Background: an optimization exercise with open tools, aiming at small area and a short achievable clock period. Do not read the settings as production practice. In this exercise RTL edits were held to simulation tests only and were not proved equivalent to the original. No activity file was given, so power comes from the tool's default toggle rates.

`flow/constraint.sdc`:
```
create_clock -name core_clock -period 8.0 [get_ports {clk}]
set_input_delay 1.6000 -clock core_clock [delete_from_list [all_inputs] [get_ports {clk}]]
set_output_delay 1.6000 -clock core_clock [all_outputs]
set_load 0.01 [all_outputs]
```
`flow/standard.sh`:
```
#!/bin/bash
# synth_recipe.tcl (not shown) runs the flow's synth.tcl, then flattens the netlist and writes it again
# the make line also repeats each setting of config.mk as NAME=value (left out here)
make -C /OpenROAD-flow-scripts/flow DESIGN_CONFIG=/design/flow/config.mk WORK_HOME=/design/flow/orfs CLKGATE_MAP_FILE= SYNTH_SCRIPT=/design/flow/synth_recipe.tcl "${@:-finish}"
```
`flow/flow/fanout.tcl`:
```
# sourced before repair_design after global placement: limit fanout, and
# buffer with plain buffers rather than delay cells
set_max_fanout 32 [current_design]
set_dont_use [get_lib_cells {sky130_fd_sc_hd__clkdlybuf4s* sky130_fd_sc_hd__dlygate* sky130_fd_sc_hd__dlymetal*}]
```
`flow/config.mk`:
```
export PLATFORM = sky130hd
export DESIGN_NAME = instr_buffer_top
export DESIGN_NICKNAME = instr_buffer_top
export VERILOG_FILES = /design/flow/design.v
export SDC_FILE = /design/flow/constraint.sdc
export NUM_CORES = 4
export LEC_CHECK = 0
export CAP_MARGIN = 20
export CELL_PAD_IN_SITES_DETAIL_PLACEMENT = 1
export CORE_MARGIN = 2
export CORE_UTILIZATION = 30
export PLACE_DENSITY = 0.35
export SETUP_SLACK_MARGIN = 2.5
export SLEW_MARGIN = 20
export TNS_END_PERCENT = 100
```
`flow/flow/run.sh`:
```
#!/bin/bash
# Standard synthesis, then the standard layout with two changes: ports are
# buffered with sky130_fd_sc_hd__buf_1 rather than the default buffer cell, and
# repair_design also limits fanout (flow/fanout.tcl) so that no signal net is
# left with hundreds of pins.
set -euo pipefail
here=$(pwd)
bash standard.sh synth > synth.log 2>&1
bash standard.sh finish \
  "BUFFER_PORTS_ARGS=-buffer_cell sky130_fd_sc_hd__buf_1" \
  "PRE_RESIZE_TCL=$here/flow/fanout.tcl" > layout.log 2>&1
```
`flow/design.v`:
```
`timescale 1ns/100ps
module slot_store (
    input  logic         clk,
    input  logic         rst_n,
    input  logic         fetch_valid,
    input  logic [243:0] fetch_group,
    input  logic [4:0]   shift_oh,
    output logic [207:0] win,
    output logic         buf_valid,
    output logic [3:0]   f0_oh,
    output logic [3:0]   f1_oh,
    output logic [3:0]   b_oh
);
    localparam int SW = 52;
    logic [SW-1:0] w    [4];
    logic [SW-1:0] nxt  [4];
    logic [SW-1:0] enc  [4];
    logic [SW-1:0] cand [8];
    logic [3:0]    nf, nb;
    logic [3:0]    f0_d, f1_d, b_d;
    always_comb begin
        for (int k = 0; k < 4; k++) begin
            logic [60:0] i;
            i = fetch_group[61*k +: 61];
            enc[k] = {i[60:49], i[48:45], i[43:42],
                      i[25], i[41:30], i[25] ? i[24:21] : i[29:26],
                      i[44] & i[4], i[20:9], i[4] ? i[3:0] : i[8:5]};
        end
        for (int k = 0; k < 4; k++) begin
            cand[k]     = w[k];
            cand[k + 4] = enc[k];
        end
    end
    always_comb begin
        for (int j = 0; j < 4; j++) begin
            nxt[j] = '0;
            for (int s = 0; s < 5; s++) begin
                nxt[j] = nxt[j] | ({SW{shift_oh[s]}} & cand[j + s]);
            end
        end
    end
    always_comb begin
        for (int j = 0; j < 4; j++) begin
            nf[j] = nxt[j][35:34] == 2'd1;
            nb[j] = nxt[j][35:34] == 2'd2;
        end
        f0_d = nf & ~(nf - 4'd1) ;
        f1_d = (nf & ~f0_d) & ~((nf & ~f0_d) - 4'd1);
        b_d  = nb & ~(nb - 4'd1);
    end
    always_ff @(posedge clk) begin
        for (int j = 0; j < 4; j++) begin
            w[j] <= nxt[j];
        end
        f0_oh <= f0_d;
        f1_oh <= f1_d;
        b_oh  <= b_d;
    end
    always_ff @(posedge clk) begin
        if (!rst_n) begin
            buf_valid <= 1'b0;
        end else if (fetch_valid) begin
            buf_valid <= 1'b1;
        end
    end
    always_comb begin
        for (int k = 0; k < 4; k++) begin
            win[SW*k +: SW] = w[k];
        end
    end
endmodule
`timescale 1ns/100ps
module issue_select (
    input  logic       clk,
    input  logic       rst_n,
    input  logic       flush,
    input  logic       buf_valid,
    input  logic [7:0] units,
    input  logic       fxu0_full,
    input  logic       fxu1_full,
    input  logic       branch_full,
    output logic       run,
    output logic [2:0] full_sel,
    output logic [23:0] count_c,
    output logic [2:0] num_fetch,
    output logic [4:0] shift_oh,
    output logic       fxu0_grant,
    output logic       fxu1_grant,
    output logic       branch_grant
);
    logic       hold_q;
    logic [3:0] is_f;
    logic [3:0] is_b;
    logic [7:0] g0_c, g1_c, gb_c;
    logic [2:0] cnt [8];
    always_ff @(posedge clk) begin
        if (!rst_n) begin
            hold_q <= 1'b0;
        end else begin
            hold_q <= flush;
        end
    end
    assign run      = buf_valid && !hold_q && !flush;
    assign full_sel = {fxu0_full, fxu1_full, branch_full};
    always_comb begin
        for (int k = 0; k < 4; k++) begin
            is_f[k] = units[2*k +: 2] == 2'd1;
            is_b[k] = units[2*k +: 2] == 2'd2;
        end
    end
    function automatic logic [5:0] decide(input logic [3:0] isf, input logic [3:0] isb,
                                          input logic f0, input logic f1, input logic fb);
        logic       stalled;
        logic       g0, g1, gb;
        logic [2:0] n;
        stalled = 1'b0;
        g0      = 1'b0;
        g1      = 1'b0;
        gb      = 1'b0;
        n       = 3'd0;
        for (int k = 0; k < 4; k++) begin
            if (!stalled) begin
                if (isf[k]) begin
                    if (!f0 && !g0) begin
                        g0 = 1'b1;
                    end else if (!f1 && !g1) begin
                        g1 = 1'b1;
                    end else begin
                        stalled = 1'b1;
                    end
                end else if (isb[k]) begin
                    if (!fb && !gb) begin
                        gb = 1'b1;
                    end else begin
                        stalled = 1'b1;
                    end
                end
                if (!stalled) begin
                    n = 3'(k + 1);
                end
            end
        end
        decide = {n, g0, g1, gb};
    endfunction
    always_comb begin
        for (int c = 0; c < 8; c++) begin
            logic [5:0] d;
            d = decide(is_f, is_b, c[2], c[1], c[0]);
            cnt[c]  = d[5:3];
            g0_c[c] = d[2];
            g1_c[c] = d[1];
            gb_c[c] = d[0];
        end
    end
    always_comb begin
        for (int c = 0; c < 8; c++) count_c[3*c +: 3] = cnt[c];
    end
    always_comb begin
        fxu0_grant   = run && g0_c[full_sel];
        fxu1_grant   = run && g1_c[full_sel];
        branch_grant = run && gb_c[full_sel];
        num_fetch    = run ? cnt[full_sel] : 3'd4;
        for (int s = 0; s < 5; s++) begin
            logic [7:0] hit;
            for (int c = 0; c < 8; c++) hit[c] = cnt[c] == 3'(s);
            shift_oh[s] = run ? hit[full_sel] : (s == 4);
        end
    end
endmodule
`timescale 1ns/100ps
module issue_port (
    input  logic [51:0]  slot,
    input  logic [3:0]   rob_idx,
    input  logic [15:0]  rob_ready,
    input  logic [255:0] rob_values,
    output logic [57:0]  fields
);
    logic        a_busy, b_busy;
    logic [15:0] a_v, b_v;
    logic [15:0] a_sel, b_sel;
    logic [15:0] a_val, b_val;
    assign a_busy = slot[33];
    assign a_v    = slot[32:17];
    assign b_busy = slot[16];
    assign b_v    = slot[15:0];
    always_comb begin
        for (int e = 0; e < 16; e++) begin
            a_sel[e] = a_busy && (a_v[3:0] == 4'(e));
            b_sel[e] = b_busy && (b_v[3:0] == 4'(e));
        end
        a_val = a_busy ? 16'd0 : a_v;
        b_val = b_busy ? 16'd0 : b_v;
        for (int e = 0; e < 16; e++) begin
            a_val = a_val | ({16{a_sel[e]}} & rob_values[16*e +: 16]);
            b_val = b_val | ({16{b_sel[e]}} & rob_values[16*e +: 16]);
        end
    end
    always_comb begin
        fields[57:54] = rob_idx;
        fields[53:42] = slot[51:40];
        fields[41]    = !a_busy || |(a_sel & rob_ready);
        fields[40:25] = a_val;
        fields[24:21] = a_v[3:0];
        fields[20]    = !b_busy || |(b_sel & rob_ready);
        fields[19:4]  = b_val;
        fields[3:0]   = b_v[3:0];
    end
endmodule
`timescale 1ns/100ps
module rob_rename_alloc (
    input  logic [207:0] win,
    input  logic         run,
    input  logic [2:0]   full_sel,
    input  logic [23:0]  count_c,
    input  logic [15:0]  slot_idx,
    output logic [23:0]  rob_alloc,
    output logic [35:0]  rename_upd
);
    localparam logic [15:0] WRITES_REG_MASK = 16'h0077;
    logic [3:0] wr;
    logic [3:0] halt;
    logic [3:0] rt [4];
    logic [3:0] disp_c [8];
    logic [3:0] en_c   [8];
    always_comb begin
        for (int k = 0; k < 4; k++) begin
            rt[k]   = win[52*k + 36 +: 4];
            wr[k]   = WRITES_REG_MASK[win[52*k + 48 +: 4]];
            halt[k] = win[52*k + 34 +: 2] == 2'd3;
        end
    end
    always_comb begin
        for (int c = 0; c < 8; c++) begin
            for (int k = 0; k < 4; k++) begin
                disp_c[c][k] = 3'(k) < count_c[3*c +: 3];
            end
            for (int k = 0; k < 4; k++) begin
                en_c[c][k] = disp_c[c][k] && wr[k];
                for (int j = k + 1; j < 4; j++) begin
                    if (disp_c[c][j] && wr[j] && (rt[j] == rt[k])) begin
                        en_c[c][k] = 1'b0;
                    end
                end
            end
        end
    end
    always_comb begin
        logic [3:0] disp;
        logic [3:0] en;
        disp = run ? disp_c[full_sel] : 4'd0;
        en   = run ? en_c[full_sel] : 4'd0;
        for (int k = 0; k < 4; k++) begin
            rob_alloc[k*6 + 5]       = disp[k];
            rob_alloc[k*6 + 1 +: 4]  = rt[k];
            rob_alloc[k*6]           = disp[k] && halt[k];
            rename_upd[k*9 + 8]      = en[k];
            rename_upd[k*9 + 4 +: 4] = rt[k];
            rename_upd[k*9 +: 4]     = slot_idx[4*k +: 4];
        end
    end
endmodule
`timescale 1ns/100ps
module instr_buffer_top (
    input  logic         clk,
    input  logic         rst_n,
    input  logic         flush,
    input  logic         fetch_valid,
    input  logic [243:0] fetch_group,
    input  logic [3:0]   rob_head_idx,
    input  logic [15:0]  rob_ready,
    input  logic [255:0] rob_values,
    input  logic         fxu0_full,
    input  logic         fxu1_full,
    input  logic         branch_full,
    output logic [2:0]   num_fetch,
    output logic [58:0]  fxu0_issue,
    output logic [58:0]  fxu1_issue,
    output logic [58:0]  branch_issue,
    output logic [23:0]  rob_alloc,
    output logic [35:0]  rename_upd
);
    localparam int SW = 52;
    logic [207:0]  win;
    logic          buf_valid;
    logic          run;
    logic [2:0]    full_sel;
    logic [23:0]   count_c;
    logic [4:0]    shift_oh;
    logic          fxu0_grant;
    logic          fxu1_grant;
    logic          branch_grant;
    logic [3:0]    f0_oh, f1_oh, b_oh;
    logic [7:0]    units;
    logic [SW-1:0] f_slot0, f_slot1, b_slot;
    logic [3:0]    f_idx0, f_idx1, b_idx;
    logic [15:0]   slot_idx;
    logic [57:0]   f_fields0, f_fields1, b_fields;
    slot_store u_slot_store (
        .clk         (clk),
        .rst_n       (rst_n),
        .fetch_valid (fetch_valid),
        .fetch_group (fetch_group),
        .shift_oh    (shift_oh),
        .win         (win),
        .buf_valid   (buf_valid),
        .f0_oh       (f0_oh),
        .f1_oh       (f1_oh),
        .b_oh        (b_oh)
    );
    always_comb begin
        for (int k = 0; k < 4; k++) units[2*k +: 2] = win[SW*k + 34 +: 2];
    end
    issue_select u_issue_select (
        .clk            (clk),
        .rst_n          (rst_n),
        .flush          (flush),
        .buf_valid      (buf_valid),
        .units          (units),
        .fxu0_full      (fxu0_full),
        .fxu1_full      (fxu1_full),
        .branch_full    (branch_full),
        .run            (run),
        .full_sel       (full_sel),
        .count_c        (count_c),
        .num_fetch      (num_fetch),
        .shift_oh       (shift_oh),
        .fxu0_grant     (fxu0_grant),
        .fxu1_grant     (fxu1_grant),
        .branch_grant   (branch_grant)
    );
    always_comb begin
        for (int k = 0; k < 4; k++) slot_idx[4*k +: 4] = rob_head_idx + 4'(k);
    end
    always_comb begin
        f_slot0 = '0;
        f_slot1 = '0;
        b_slot  = '0;
        f_idx0  = '0;
        f_idx1  = '0;
        b_idx   = '0;
        for (int k = 0; k < 4; k++) begin
            f_slot0 = f_slot0 | ({SW{f0_oh[k]}} & win[SW*k +: SW]);
            f_slot1 = f_slot1 | ({SW{f1_oh[k]}} & win[SW*k +: SW]);
            b_slot  = b_slot  | ({SW{b_oh[k]}}  & win[SW*k +: SW]);
            f_idx0  = f_idx0  | ({4{f0_oh[k]}}  & slot_idx[4*k +: 4]);
            f_idx1  = f_idx1  | ({4{f1_oh[k]}}  & slot_idx[4*k +: 4]);
            b_idx   = b_idx   | ({4{b_oh[k]}}   & slot_idx[4*k +: 4]);
        end
    end
    issue_port u_fxu0_port (
        .slot         (f_slot0),
        .rob_idx      (f_idx0),
        .rob_ready    (rob_ready),
        .rob_values   (rob_values),
        .fields       (f_fields0)
    );
    issue_port u_fxu1_port (
        .slot         (f_slot1),
        .rob_idx      (f_idx1),
        .rob_ready    (rob_ready),
        .rob_values   (rob_values),
        .fields       (f_fields1)
    );
    issue_port u_branch_port (
        .slot         (b_slot),
        .rob_idx      (b_idx),
        .rob_ready    (rob_ready),
        .rob_values   (rob_values),
        .fields       (b_fields)
    );
    assign fxu0_issue   = {fxu0_grant, f_fields0};
    assign fxu1_issue   = {fxu1_grant, fxu0_full ? f_fields0 : f_fields1};
    assign branch_issue = {branch_grant, b_fields};
    rob_rename_alloc u_rob_rename_alloc (
        .win            (win),
        .run            (run),
        .full_sel       (full_sel),
        .count_c        (count_c),
        .slot_idx       (slot_idx),
        .rob_alloc      (rob_alloc),
        .rename_upd     (rename_upd)
    );
endmodule
```
==> results.toml, run 1 <==
[run_status]
status = "complete, no violations"

[sta]
timing.slew.headroom = 0.2412
setup_viol = 0
finalCritPeriodShare = 0.6899
maximum_clock_frequency_mhz = 181.2
rsz0062_at_grt = "true"
worst_clock_skew_ns = 0.03637
max_slew.worst_pin.slew_ns = 1.138
final.min_clock_period_ns = 5.519
timing_hold_violations_final = 0
final_critical_path_setup_slack_ns = 2.481
timing_max_transition_violations_final = 0
setup_total_negative_slack_ns = 0
hold-worst-slack_ns = 0.4863

[worst_setup_path]
worst_path_max_delay_cell = "dfxtp_4"
crit_type = "flip-flop to primary output"
regToRegStartpoint = "u_slot_store.w[2][35]$_DFF_P_"
cp-endpoint = "fxu1_issue[6]"
critical_path_peak_fanout = 32
crit_path_end_kind = "primary output"
worst-endpoint-arrival_ns = 3.92
worst_path_most_repeated_cell = "buf_12"
critical-path-top-delay-family = "buffers and inverters"
reg2reg_depth = 15
path_depth = 15
crit_path_cell_trace = "buf_4, buf_12, a22oi_1, and2_4, buf_12, inv_2, buf_12, nor2_1, buf_4, a22oi_1, o21ai_0, a221oi_2, nand4_1, o32a_1, buf_1"
worstReg2RegEnd = "u_slot_store.w[3][16]$_DFF_P_"
worstSetupStartpoint = "u_slot_store.f0_oh[0]$_DFF_P_"
r2r_slack_ns = 2.76
crit_buf_inv = 7
timing.critical_path.required_ns = 6.40
cpPeakStageDelay_ns = 0.36
critical_path.startpoint_type = "flip-flop"

[placement]
gpl.final_weighted_congestion = 1.152
preCtsSetupSlack_ns = 1.490
dp.final_hpwl_um = 168700
post-place-cells = 5448
place.port_buffers = 766
placed_area_um2 = 30570

[logic_synthesis]
synth_cell_type_count = 92
synth-seq-area-share = 0.1681
adder_cell_share_of_the_synthesized_area = 0.009886
ys_seq_elements = 221
netlist_instances = 3723
synth_warnings = 13
synth_top_flop_cell = "dfxtp_1"
mappedNetlistNets = 4269
yosys-mux-area-fraction = 0.02533
synth_top_family_by_area = "compound AO/OA/AOI/OAI gates"
syn-cell-area_um2 = 26320
synth-compound-area-share = 0.4769
syn_area_per_cell_um2 = 7.071
ys_async_sr_fraction = 0
synth_enable_flop_cells = 0
simple_logic_cell_fraction_of_the_synthesized_area = 0.2385
xor_xnor_cell_area_share_of_the_yosys_netlist = 0.01031

[global_routing]
antenna_found_initial = 30
first_global_vias = 40430
grt_max_degree = 33
globalRouteOverflowTotal = 0
grt_use_total = 0.4995
global_route_wire_length_before_repair_um = 325900

[cells_and_area]
fillerInstances = 11140
mostFrequentLayoutCell = "buf_1"
layoutNonFillerInstCount = 5605
final_net_count = 4958
drive_gt1_frac = 0.1237
fin_util = 0.3825
final_non_filler_cell_area_um2 = 33230
layout_common_cells = "buf_1, nand2_1, a22oi_1"
area_delta_synth_final_pct = 26.24

[routing]
detail_route.wirelength_um = 239700
antenna_violating_nets_post_route = 0
drt_drc_violations_left = 0
wire_per_inst_um = 42.76
tritonroute_pass_1_iters = 14
detail_route.vias_per_cell = 7.746
dr.first_iter.drc_count = 9094
route.vias.total = 43420

[floorplan]
initial_utilization = 0.3030
die-width_um = 300.2
ioPinCount = 767
chipHeight_um = 300.2
die_area_um2 = 90130
core-area_um2 = 86890
placementRows = 108

[clock_tree]
hold_buffers = 0
max-clock-path-buffers = 3
clock_tree_from_tritoncts = "built"
ctsHtreeMaxLevel = 1
cts.root.buffer_cell = "clkbuf_16"
numCtsBuffers = 27
cts.reportedPaths.clkPinSlew_ns = 0.07
clock_latency_ns = 0.59
tritoncts_sinks = 221

[worst_hold_path]
min_path_type = "flip-flop to flip-flop"

[flow_run]
max_cap_violations = 0

[power_and_ir_drop]
leakage_nw = 11.56
p_per_area_nw_per_um2 = 180.5
ir_drop_mv = 0.1665
p_total_mw = 5.998
-- timing repair --
action                     in CTS  in global routing
setup buffers                  38                 44
pin swaps                      13                 18
resized for setup             167                 97
setup endpoints to repair     258                166
gates cloned                    1                  2
-- final cells by class --
| class | instances | area [µm²] | area share |
|---|---|---|---|
| Antenna cell | 20 | 50.05 | 0.001506 |
| Tap cell | 1155 | 1445 | 0.04349 |
| Timing Repair Buffer | 1055 | 5345 | 0.1608 |
| Clock buffer | 39 | 770.7 | 0.02319 |
| Sequential cell | 221 | 4468 | 0.1345 |
| Multi-Input combinational cell | 3068 | 20900 | 0.6288 |
| Clock inverter | 8 | 85.08 | 0.002560 |
| Inverter | 39 | 170.2 | 0.005121 |
-- power by group --
part           internal, mW  total [mW]  switching, mW  leakage [nW]
logic                 0.951        3.30           2.35          9.27
clock network         0.700        1.23          0.530         0.417
registers              1.22        1.46          0.240          1.87
total                  2.88        6.00           3.12          11.6
-- kinds of logic after synthesis --
kind of cell | Yosys count
muxes | 60
DFF | 221
adders and majority gates | 21
AOI/OAI and AO/OA | 1570
xor gates and xnor gates | 31
buffers and inverters | 436
and+or+nand+nor | 1384
-- flip-flops by register name, indices dropped and copies added (netlist names) --
name,cells
u_slot_store.f1_oh,3
u_slot_store.b_oh,4
u_issue_select.hold_q,1
u_slot_store.f0_oh,4
u_slot_store.w,208
u_slot_store.buf_valid,1
-- how the worst min path moves through the flow --
stage | start | endpoint | slack, ns | cells after the start
2_1_floorplan | u_slot_store.buf_valid$_SDFFE_PN0P_ | u_slot_store.buf_valid$_SDFFE_PN0P_ | 0.45 | 1
3_5_place_dp | u_slot_store.buf_valid$_SDFFE_PN0P_ | u_slot_store.buf_valid$_SDFFE_PN0P_ | 0.47 | 1
4_1_cts | u_slot_store.buf_valid$_SDFFE_PN0P_ | u_slot_store.buf_valid$_SDFFE_PN0P_ | 0.48 | 1
6_report | u_slot_store.buf_valid$_SDFFE_PN0P_ | u_slot_store.buf_valid$_SDFFE_PN0P_ | 0.49 | 1
5_1_grt | u_slot_store.buf_valid$_SDFFE_PN0P_ | u_slot_store.buf_valid$_SDFFE_PN0P_ | 0.53 | 1
3_3_place_gp | u_slot_store.buf_valid$_SDFFE_PN0P_ | u_slot_store.buf_valid$_SDFFE_PN0P_ | 0.48 | 1
-- per-layer routing --
layer / GRT usage / up-vias / wire [µm]
li1: - / 16670 / -
met1: 0.6135 / 21140 / 89810
met2: 0.6673 / 4273 / 91170
met3: 0.2738 / 1293 / 38190
met4: 0.2926 / 44 / 19360
met5: 0.08730 / - / 1140
-- cells in the mapped netlist, types with 7 or more instances --
| cell | instances | share of area |
|---|---|---|
| a2111oi_0 | 23 | 0.0077 |
| a211o_1 | 15 | 0.0050 |
| a211oi_1 | 12 | 0.0034 |
| a21o_1 | 9 | 0.0026 |
| a21oi_1 | 169 | 0.032 |
| a221o_1 | 11 | 0.0042 |
| a221oi_1 | 159 | 0.053 |
| a222oi_1 | 325 | 0.12 |
| a22o_1 | 121 | 0.040 |
| a22oi_1 | 506 | 0.14 |
| a31oi_1 | 10 | 0.0024 |
| and2_1 | 32 | 0.0076 |
| and3_1 | 23 | 0.0055 |
| buf_1 | 43 | 0.0061 |
| buf_2 | 42 | 0.0080 |
| buf_4 | 44 | 0.013 |
| clkbuf_1 | 266 | 0.038 |
| dfxtp_1 | 221 | 0.17 |
| ha_1 | 19 | 0.0090 |
| inv_1 | 35 | 0.0050 |
| mux2_2 | 33 | 0.014 |
| mux2i_1 | 25 | 0.0095 |
| nand2_1 | 652 | 0.093 |
| nand2b_1 | 13 | 0.0031 |
| nand3_1 | 285 | 0.054 |
| nand4_1 | 87 | 0.021 |
| nor2_1 | 187 | 0.027 |
| nor2b_1 | 9 | 0.0021 |
| nor3_1 | 35 | 0.0067 |
| nor4_1 | 9 | 0.0021 |
| o211ai_1 | 26 | 0.0074 |
| o21a_1 | 18 | 0.0051 |
| o21ai_0 | 67 | 0.013 |
| o221ai_1 | 7 | 0.0023 |
| o22a_1 | 26 | 0.0087 |
| o22ai_1 | 14 | 0.0033 |
| or3_1 | 7 | 0.0017 |
| xnor2_1 | 19 | 0.0063 |
| xor2_1 | 12 | 0.0040 |
==> inputs of run 2 (changes only) <==
--- a/flow/design.v
+++ b/flow/design.v
@@ -54,4 +54,4 @@
         end
-        f0_oh <= f0_d;
-        f1_oh <= f1_d;
+        f0_oh      <= f0_d;
+        f1_oh[3:1] <= f1_d[3:1];
         b_oh  <= b_d;
@@ -65,2 +65,3 @@
     end
+    assign f1_oh[0] = 1'b0;
     always_comb begin
==> run 2 against run 1 <==
- still clean
- clock skew rose by 0.023 ns
- flip-flop and latch count did not move
- count of clock-buffer cells in the layout rose by 2
- critical path depth fell by 3
- final area rose by 1.3%
- sequential share of layout area fell by 0.16 points
==> results.toml, run 2 <==
[placement]
placed_area_um2 = 30230
post-place-cells = 5215
dp.final_hpwl_um = 180000
gpl.final_weighted_congestion = 1.127
place.port_buffers = 766

[global_routing]
antenna_found_initial = 51
grt_max_degree = 33
global_route_wire_length_before_repair_um = 351700
grt_use_total = 0.5497
globalRouteOverflowTotal = 0
first_global_vias = 42850

[sta]
finalCritPeriodShare = 0.7146
timing_hold_violations_final = 0
setup_viol = 0
worst_clock_skew_ns = 0.05965
timing_max_transition_violations_final = 0
maximum_clock_frequency_mhz = 174.9
setup_total_negative_slack_ns = 0
rsz0062_at_grt = "true"
final.min_clock_period_ns = 5.717
timing.slew.headroom = 0.1931
max_slew.worst_pin.slew_ns = 1.210

[worst_setup_path]
crit_path_end_kind = "primary output"
worstReg2RegEnd = "u_slot_store.w[1][42]$_DFF_P_"
critical_path.startpoint_type = "flip-flop"
worst-endpoint-arrival_ns = 4.12
cpPeakStageDelay_ns = 0.44
r2r_slack_ns = 2.80
reg2reg_depth = 14
timing.critical_path.required_ns = 6.40
crit_type = "flip-flop to primary output"
crit_path_cell_trace = "a22oi_1, and2_1, buf_4, nand2_4, nor2_2, buf_4, a22o_1, a221oi_1, and3_1, nand4_1, o22a_1, buf_1"
regToRegStartpoint = "u_slot_store.w[1][35]$_DFF_P_"
critical_path_peak_fanout = 15
worst_path_max_delay_cell = "dfxtp_4"
worst_path_most_repeated_cell = "buf_4"

[logic_synthesis]
synth_cell_type_count = 88
synth_warnings = 14
synth.largest_area_cell = "a22oi_1"
post_synth_most_frequent_cells = "a22oi_1, nand2_1, a222oi_1, clkbuf_1, dfxtp_1"
syn-cell-area_um2 = 26000
ys_async_sr_fraction = 0
synth-seq-area-share = 0.1702
netlist_instances = 3508
ys_seq_elements = 221
synth_top_flop_cell = "dfxtp_1"
synth_enable_flop_cells = 0
synth.top_cells.by_area = "a22oi_1, dfxtp_1, a222oi_1, nand2_1, a221oi_1"
post-synth-top-area-fraction = 0.2047
syn_area_per_cell_um2 = 7.412
synth.most_common_cell = "a22oi_1"
mappedNetlistNets = 4054

[clock_tree]
cts.root.buffer_cell = "clkbuf_16"
hold_buffers = 0
clock_tree_from_tritoncts = "built"
ctsHtreeMaxLevel = 1
cts.reportedPaths.clkPinSlew_ns = 0.06
clock_latency_ns = 0.64
tritoncts_sinks = 221
numCtsBuffers = 28
max-clock-path-buffers = 3

[cells_and_area]
layout_common_cells = "buf_1, a22oi_1, nand2_1"
drive_gt1_frac = 0.1432
biggestRegsByFlops = "u_slot_store.w (208), u_slot_store.b_oh (4), u_slot_store.f0_oh (4)"
final_net_count = 4772
mostFrequentLayoutCell = "buf_1"
largest_register_ff_count = 208
fin_util = 0.3936
final_non_filler_cell_area_um2 = 33670
layoutNonFillerInstCount = 5431
top_register = "u_slot_store.w"
area_delta_synth_final_pct = 29.49

[worst_hold_path]
min-delay-start = "u_slot_store.buf_valid$_SDFFE_PN0P_"
whs_endpoint = "u_slot_store.buf_valid$_SDFFE_PN0P_"
min_path_type = "flip-flop to flip-flop"
whs_path_depth = 1

[floorplan]
die-width_um = 298.4
die_area_um2 = 89040
chipHeight_um = 298.4
placementRows = 107
core-area_um2 = 85550
initial_utilization = 0.3039
ioPinCount = 767

[power_and_ir_drop]
leakage_nw = 11.82
p_comb_frac = 0.599
sw_frac = 0.5476
p_clk_frac = 0.185
p_switching_mw = 3.836
p_per_area_nw_per_um2 = 208.1
ir_drop_mv = 0.1808
seq_power_share = 0.216
internal_power_mw = 3.170

[run_status]
status = "complete, no violations"

[flow_run]
max_cap_violations = 0

[routing]
detail_route.vias_per_cell = 8.260
tritonroute_pass_1_iters = 16
dr.first_iter.drc_count = 10080
route.vias.total = 44860
wire_per_inst_um = 48.27
detail_route.wirelength_um = 262100
drt_drc_violations_left = 0
antenna_violating_nets_post_route = 0
-- run 2: cell types whose count changed in the layout (fill, tap and decap cells not counted), sizes merged, moves of 8 or more --
cell | previous run | this run
a211oi | 13 | 23
a21oi | 169 | 145
a221oi | 162 | 144
a22oi | 506 | 709
buf | 1045 | 1073
diode | 20 | 42
nand2 | 653 | 451
nand3 | 287 | 95
nor3 | 36 | 23
o2111ai | 3 | 13
o22a | 26 | 34
-- run 2: cell families after synthesis --
logic type	count (synthesis)	share of synthesized area
AOI/OAI and AO/OA	1754	0.5406
and+or+nand+nor	978	0.1711
buffers and inverters	442	0.07213
DFF	221	0.1702
muxes	63	0.02637
xor gates and xnor gates	31	0.01044
adders and majority gates	19	0.009143
-- run 2: what timing repair did --
action / 4_1_cts / 5_1_grt
endpoints found under the setup margin: 122 / 124
gates cloned: 2 / 2
setup buffers: 73 / 43
resized for setup: 200 / 117
pin swaps: 26 / 26
-- run 2: worst max-delay path, delay by kind of cell (launching register included) --
family | cells | cell delay (ns)
flip-flops | 1 | 0.44
AO/OA/AOI/OAI | 4 | 0.66
AND/OR/NAND/NOR | 5 | 1.33
buffers and inverters | 3 | 1.02
-- run 2: area by class of cell --
type	count	area, µm²
Clock inverter	8	103.9
Sequential cell	221	4472
Multi-Input combinational cell	2847	20720
Antenna cell	42	105.1
Inverter	44	203.9
Tap cell	1144	1431
Clock buffer	41	799.5
Timing Repair Buffer	1084	5832
Fill cell	10560	51880
-- run 2: through the flow --
step                hold WS [ns]  setup slack, ns  total power [mW]
finish                    0.4889            2.283             7.006
global route              0.5005            2.431             7.029
CTS                       0.4912            2.489             6.527
detailed placement        0.4800            1.632             5.024
global placement          0.4555            1.952             4.948
floorplan                 0.4451            2.651             3.129
-- run 2: power by group through the flow --
stage                     combinational, mW  clock (mW)  sequential (mW)
final                                  4.19        1.30             1.51
after global routing                   4.17        1.34             1.52
after detailed placement               3.50           0             1.52
after floorplan                        1.74           0             1.39
after global placement                 3.45           0             1.50
after CTS                              3.74        1.29             1.49
-- run 2: metal layers --
metal / global-route usage / vias up / wire (µm)
li1: - / 16330 / -
met1: 0.6283 / 22000 / 90840
met2: 0.7722 / 4893 / 103900
met3: 0.2770 / 1603 / 40150
met4: 0.4203 / 40 / 26810
met5: 0.03862 / - / 464
-- run 2: worst max path at each step --
stage          slack (ns)                           from               end
5_1_grt              2.43   u_slot_store.b_oh[2]$_DFF_P_  branch_issue[37]
4_1_cts              2.49  u_slot_store.f0_oh[2]$_DFF_P_    fxu1_issue[15]
3_5_place_dp         1.63  u_slot_store.f0_oh[1]$_DFF_P_    fxu1_issue[30]
6_report             2.28  u_slot_store.f0_oh[2]$_DFF_P_    fxu1_issue[20]
3_3_place_gp         1.95  u_slot_store.f0_oh[2]$_DFF_P_    fxu1_issue[36]
2_1_floorplan        2.65                    branch_full    rename_upd[17]
==> inputs of run 3 (changes only) <==
--- a/flow/config.mk
+++ b/flow/config.mk
@@ -12,3 +12,3 @@
 export PLACE_DENSITY = 0.35
-export SETUP_SLACK_MARGIN = 2.5
+export SETUP_SLACK_MARGIN = 2.3
 export SLEW_MARGIN = 20
==> run 3 against run 2 <==
- register-to-register slack got worse by 0.15 ns
- die area did not move
- final cell count fell by 0.79%
- still clean
- final area fell by 2.3%
- sequential share of layout area rose by 0.29 points
- combinational power fell by 3%
- fmax fell by 3.2%
==> results.toml, run 3 <==
[sta]
max_slew.worst_pin.slew_ns = 1.372
setup_viol = 0
timing_max_transition_violations_final = 0
timing.slew.headroom = 0.08530
setup_total_negative_slack_ns = 0
worst_clock_skew_ns = 0.04936
maximum_clock_frequency_mhz = 169.4
timing_hold_violations_final = 0
finalCritPeriodShare = 0.7381
rsz0062_at_grt = "true"
final_critical_path_setup_slack_ns = 2.095
final.min_clock_period_ns = 5.905
hold-worst-slack_ns = 0.4922

[clock_tree]
tritoncts_sinks = 221
cts.root.buffer_cell = "clkbuf_16"
cts.reportedPaths.clkPinSlew_ns = 0.06
numCtsBuffers = 28
clock_tree_from_tritoncts = "built"
max-clock-path-buffers = 3
ctsHtreeMaxLevel = 1
hold_buffers = 0
clock_latency_ns = 0.63

[cells_and_area]
largest_register_ff_count = 208
top_register = "u_slot_store.w"
layout_common_cells = "buf_1, a22oi_1, nand2_1"
biggestRegsByFlops = "u_slot_store.w (208), u_slot_store.b_oh (4), u_slot_store.f0_oh (4)"
final_net_count = 4726
mostFrequentLayoutCell = "buf_1"
fin_util = 0.3845
area_delta_synth_final_pct = 26.49
drive_gt1_frac = 0.1224

[routing]
antenna_violating_nets_post_route = 0
wire_per_inst_um = 48.45
tritonroute_pass_1_iters = 15
detail_route.vias_per_cell = 8.261
dr.first_iter.drc_count = 9984
route.vias.total = 44510
drt_drc_violations_left = 0
detail_route.wirelength_um = 261000

[logic_synthesis]
post-synth-top-area-fraction = 0.2047
synth.largest_area_cell = "a22oi_1"
syn-cell-area_um2 = 26000
synth.most_common_cell = "a22oi_1"
post_synth_most_frequent_cells = "a22oi_1, nand2_1, a222oi_1, clkbuf_1, dfxtp_1"
synth.top_cells.by_area = "a22oi_1, dfxtp_1, a222oi_1, nand2_1, a221oi_1"
mappedNetlistNets = 4054
synth_enable_flop_cells = 0
netlist_instances = 3508
synth-seq-area-share = 0.1702
synth_cell_type_count = 88
synth_warnings = 14
syn_area_per_cell_um2 = 7.412
ys_seq_elements = 221
ys_async_sr_fraction = 0
synth_top_flop_cell = "dfxtp_1"

[worst_setup_path]
worst_path_most_repeated_cell = "buf_4"
crit_path_end_kind = "primary output"
timing.critical_path.required_ns = 6.40
critical_path.startpoint_type = "flip-flop"
crit_type = "flip-flop to primary output"
crit_path_cell_trace = "buf_4, buf_8, a222oi_1, buf_4, nor3b_2, buf_4, and2_4, a22o_1, a221oi_1, nand4_1, o22a_4, buf_1"
cpPeakStageDelay_ns = 0.46
critical_path_peak_fanout = 32
worst-endpoint-arrival_ns = 4.30
worst_path_max_delay_cell = "nand4_1"

[global_routing]
globalRouteOverflowTotal = 0
antenna_found_initial = 52
global_route_wire_length_before_repair_um = 349900
grt_max_degree = 33
first_global_vias = 42420
grt_use_total = 0.5475

[floorplan]
ioPinCount = 767
die-width_um = 298.4
initial_utilization = 0.3039
placementRows = 107
die_area_um2 = 89040
chipHeight_um = 298.4
core-area_um2 = 85550

[power_and_ir_drop]
p_total_mw = 6.881
leakage_nw = 11.49
ir_drop_mv = 0.1667
p_per_area_nw_per_um2 = 209.2

[worst_hold_path]
min_path_type = "flip-flop to flip-flop"

[placement]
gpl.final_weighted_congestion = 1.127
place.port_buffers = 766
preCtsSetupSlack_ns = 1.632
dp.final_hpwl_um = 180000

[flow_run]
max_cap_violations = 0

[run_status]
status = "complete, no violations"
## run 3: cell counts after synthesis
Identical to the previous run, type by type.
## run 3: layout make-up
| cell class | instances | area, µm² |
|---|---|---|
| Clock buffer | 41 | 799.5 |
| Inverter | 44 | 188.9 |
| Antenna cell | 45 | 112.6 |
| Clock inverter | 8 | 103.9 |
| Multi-Input combinational cell | 2846 | 20430 |
| Fill cell | 10600 | 52660 |
| Timing Repair Buffer | 1039 | 5354 |
| Sequential cell | 221 | 4464 |
| Tap cell | 1144 | 1431 |
## run 3: routing by layer
layer / part of all wire / global-route usage
met2: 0.40 / 0.7700
met3: 0.15 / 0.2747
met4: 0.096 / 0.4133
met5: 0.0017 / 0.03598
met1: 0.35 / 0.6282
## run 3: report_power, final
part / internal [mW] / switching [mW]
clock: 0.726 / 0.569
sequential: 1.24 / 0.273
combinational: 1.12 / 2.95
total: 3.09 / 3.79
## run 3: logic make-up (layout without fill, tap and decap cells)
family | Yosys count | in the layout | synth area share
simple gates | 978 | 978 | 0.1711
fa+ha+maj | 19 | 19 | 0.009143
buf+inv | 442 | 1132 | 0.07213
mux | 63 | 63 | 0.02637
other cells | 0 | 45 | 0
flops | 221 | 221 | 0.1702
xor+xnor | 31 | 31 | 0.01044
compound gates | 1754 | 1755 | 0.5406
## run 3: stage by stage
stage	cell area (µm²)	instances
CTS	32150	5307
global placement	30010	5173
floorplan	26000	3508
global route	32830	5363
finish	32890	5388
detailed placement	30230	5215
## run 3: worst paths after layout
kind | from | to | slack (ns) | depth (start not counted)
max reg2reg | u_slot_store.w[0][34]$_DFF_P_ | u_slot_store.w[1][42]$_DFF_P_ | 2.65 | 13
max | u_slot_store.f1_oh[3]$_DFF_P_ | fxu1_issue[33] | 2.10 | 12
min | u_slot_store.buf_valid$_SDFFE_PN0P_ | u_slot_store.buf_valid$_SDFFE_PN0P_ | 0.49 | 1
min reg2reg | u_slot_store.buf_valid$_SDFFE_PN0P_ | u_slot_store.buf_valid$_SDFFE_PN0P_ | 0.49 | 1
## run 3: repair_timing
action,4_1_cts,5_1_grt
gates resized for setup,134,84
buffers inserted,42,29
endpoints found under the setup margin,113,120
pin swaps,15,15
gates cloned,1,1
## run 3: critical path, delay by kind of cell, from the launching register on
family                 cells  cell delay (ns)
DFF                        1             0.37
and+or+nand+nor            3             0.80
AOI/OAI and AO/OA          4             1.29
buffers and inverters      5             1.19

==> afterwards: timing with drivers on the ports <==
No port has a modelled driver above. Below, the same layouts with a new extraction and two added sets of constraints.
Step 1: set_driving_cell puts a clkbuf_16 on clk and a buf_2 on each other input, an assumption about the parent block.
Step 2 adds t to the input delays and takes it off the output delays; t is the mean of the earliest and latest rising clock arrival at the registers after step 1. Input paths then give back, and output paths get back, about the clock's delay inside the block.
a / b / c = ideal / step 1 / step 2; a / b = the first two.
run	shift t [ns]	slack for setup (ns)	worst hold slack (ns)	slew at the worst register clock pin (ns)	worst data-port slew with drivers (ns)
run 1	0.637	2.481 / 2.413 / 2.031	0.486 / 0.486 / 0.486	0.07 / 0.07	0.13
run 2	0.688	2.283 / 2.205 / 2.270	0.489 / 0.489 / 0.489	0.06 / 0.06	0.24
run 3	0.685	2.095 / 2.017 / 1.925	0.492 / 0.492 / 0.492	0.06 / 0.06	0.22
After both steps every run listed still meets setup and hold. The setup slack of run 1, which loses most, moves by -0.068 ns with the drivers and by -0.450 ns with both steps.
